Background: an optimization exercise with open tools, aiming at small area. Do not read the settings as production practice. At most, simulation tests tie the RTL to the original design; equivalence was not proved. No driver is modelled on the clock port, so clocking that relies on it looks cheaper here than on a real chip. Power is estimated from default activity; no workload was simulated.

== red ==
==> module envelope_gen, before the edit <==
module envelope_gen (
    input  logic       clk,
    input  logic       rst,
    input  logic [7:0] note,
    input  logic       strike,
    output logic [4:0] step,
    output logic       active,
    output logic       active_next,
    output logic       done
);
    logic [10:0] cnt;
    logic [10:0] cnt_n;      
    logic        nz;
    logic [4:0]  step_next;
    logic        step_end;
    assign nz       = |note;
    assign step_next = (~nz | strike) ? 5'd0 : (step_end & ~step[4]) ? step + 1'b1 : step;
    assign cnt      = ~cnt_n;
    assign step_end = (cnt == piano_pkg::STEP_LAST);
    assign done     = step[4];
    assign active_next = ~rst & nz & (strike | (active & ~(step_end & (step[3:0] == 4'hF))));
    always_ff @(posedge clk)
    begin
        active <= active_next;
        if (~nz | strike | step_end)    
            cnt_n <= '1;
        else
            cnt_n <= ~{cnt[9:0], ~(cnt[10] ^ cnt[8])};
        step <= step_next & {~rst, 4'b1111};
    end
endmodule
clock: 10.0 ns
lec_check: 0
cap_margin: 20
core_margin: 2
core_utilization: 70
place_density: 0.85
slew_margin: 20
standard.sh (not shown) runs the stock make flow with config.mk's settings and CLKGATE_MAP_FILE= SYNTH_SCRIPT=/design/flow/synth_recipe.tcl, a recipe that flattens the netlist after the stock synthesis.
==> flow/flow/run.sh <==
#!/bin/bash
# Own layout flow: the standard flow (standard.sh), run in parts, with
# - the standard synthesis, whose combinational logic is then re-mapped for
#   area (flow/reopt.sh); the registers stay as the standard synthesis made
#   them,
# - ABC's buffers removed at floorplan, then every combinational cell put at
#   its smallest drive strength (flow/downsize.tcl); repair_design and
#   repair_timing size up again where needed,
# - the smallest buffer on each port,
# - a clock tree of small buffers without dummy loads, where a leaf buffer
#   whose flip-flops would see a clock slew near the limit is swapped for a
#   larger one (flow/fixclk.tcl).
# Each tool's output goes to a log file here.
set -e
export CTS_ARGS="-sink_clustering_enable -repair_clock_nets -buf_list sky130_fd_sc_hd__clkbuf_4 -dont_use_dummy_load"
export REMOVE_ABC_BUFFERS=1
export BUFFER_PORTS_ARGS="-buffer_cell sky130_fd_sc_hd__buf_1"
RES=$(pwd)/orfs/results/sky130hd/piano_top/base
bash standard.sh synth > standard_synth.log 2>&1
cp $RES/1_2_yosys.v standard_synth_netlist.v
bash flow/reopt.sh standard_synth_netlist.v $RES/1_2_yosys.v > reopt.log 2>&1
bash standard.sh floorplan > standard_floorplan.log 2>&1
RES_DIR=$RES openroad -no_init -exit flow/downsize.tcl > downsize.log 2>&1
bash standard.sh cts > standard_cts.log 2>&1
RES_DIR=$RES openroad -no_init -exit flow/fixclk.tcl > fixclk.log 2>&1
bash standard.sh > standard.log 2>&1
Other scripts of this flow, unchanged in this note and not shown: flow/flow/downsize.tcl, flow/flow/fixclk.tcl, flow/flow/reopt.sh
The following lists how blue was set up differently from red:
--- a/flow/design.v
+++ b/flow/design.v
@@ -101,5 +101,4 @@
 );
     logic [10:0] cnt;
-    logic [10:0] cnt_n;      
     logic        nz;
     logic [4:0]  step_next;
@@ -107,5 +106,4 @@
     assign nz       = |note;
     assign step_next = (~nz | strike) ? 5'd0 : (step_end & ~step[4]) ? step + 1'b1 : step;
-    assign cnt      = ~cnt_n;
     assign step_end = (cnt == piano_pkg::STEP_LAST);
     assign done     = step[4];
@@ -115,7 +113,7 @@
         active <= active_next;
         if (~nz | strike | step_end)    
-            cnt_n <= '1;
+            cnt <= '0;
         else
-            cnt_n <= ~{cnt[9:0], ~(cnt[10] ^ cnt[8])};
+            cnt <= {cnt[9:0], ~(cnt[10] ^ cnt[8])};
         step <= step_next & {~rst, 4'b1111};
     end
### Flow results
Number of tap cells added at floorplan went up by a few percent going from red to blue. Compared with red, in blue shortest clock period the worst path allows after layout shrank by 0.020 ns, register-to-register setup slack grew by 0.02 ns, initial detailed-routing violation count shrank by 81, routed wire length held steady. Comparing mean routed wirelength per cell for blue and red, the smaller number came from blue. Clock power, blue and red, higher one = red. Met1 track utilization from global routing in blue vs red: down 1.2 points. From red to blue the numbers moved as follows: via count of the routed design roughly the same, internal power consumption roughly the same, cell area after layout roughly the same.
No functional check of the RTL was part of red.

[static timing again, ports no longer ideal]
The results above use ideal ports. As a check the final layouts listed here were re-extracted and re-timed, cells and wires unchanged. Step 1 assumes that a clkbuf_16 drives the clock port and a buf_2 every other input. Step 2 times the ports against the registers' clock, not the clock port: input delays grow and output delays shrink by t, the midpoint of the rising clock arrivals with the driver on. Slacks: ideal ports / drivers / drivers and shift; pairs: ideal ports / drivers.
run | t (ns) | slack for setup (ns) | worst setup path at the end | pins driven straight from the clock port
red | 0.595 | 4.097 / 4.097 / 4.097 | register to register | 1
blue | 0.580 | 4.117 / 4.117 / 4.117 | register to register | 1
After both steps setup and hold are still met in every run listed.
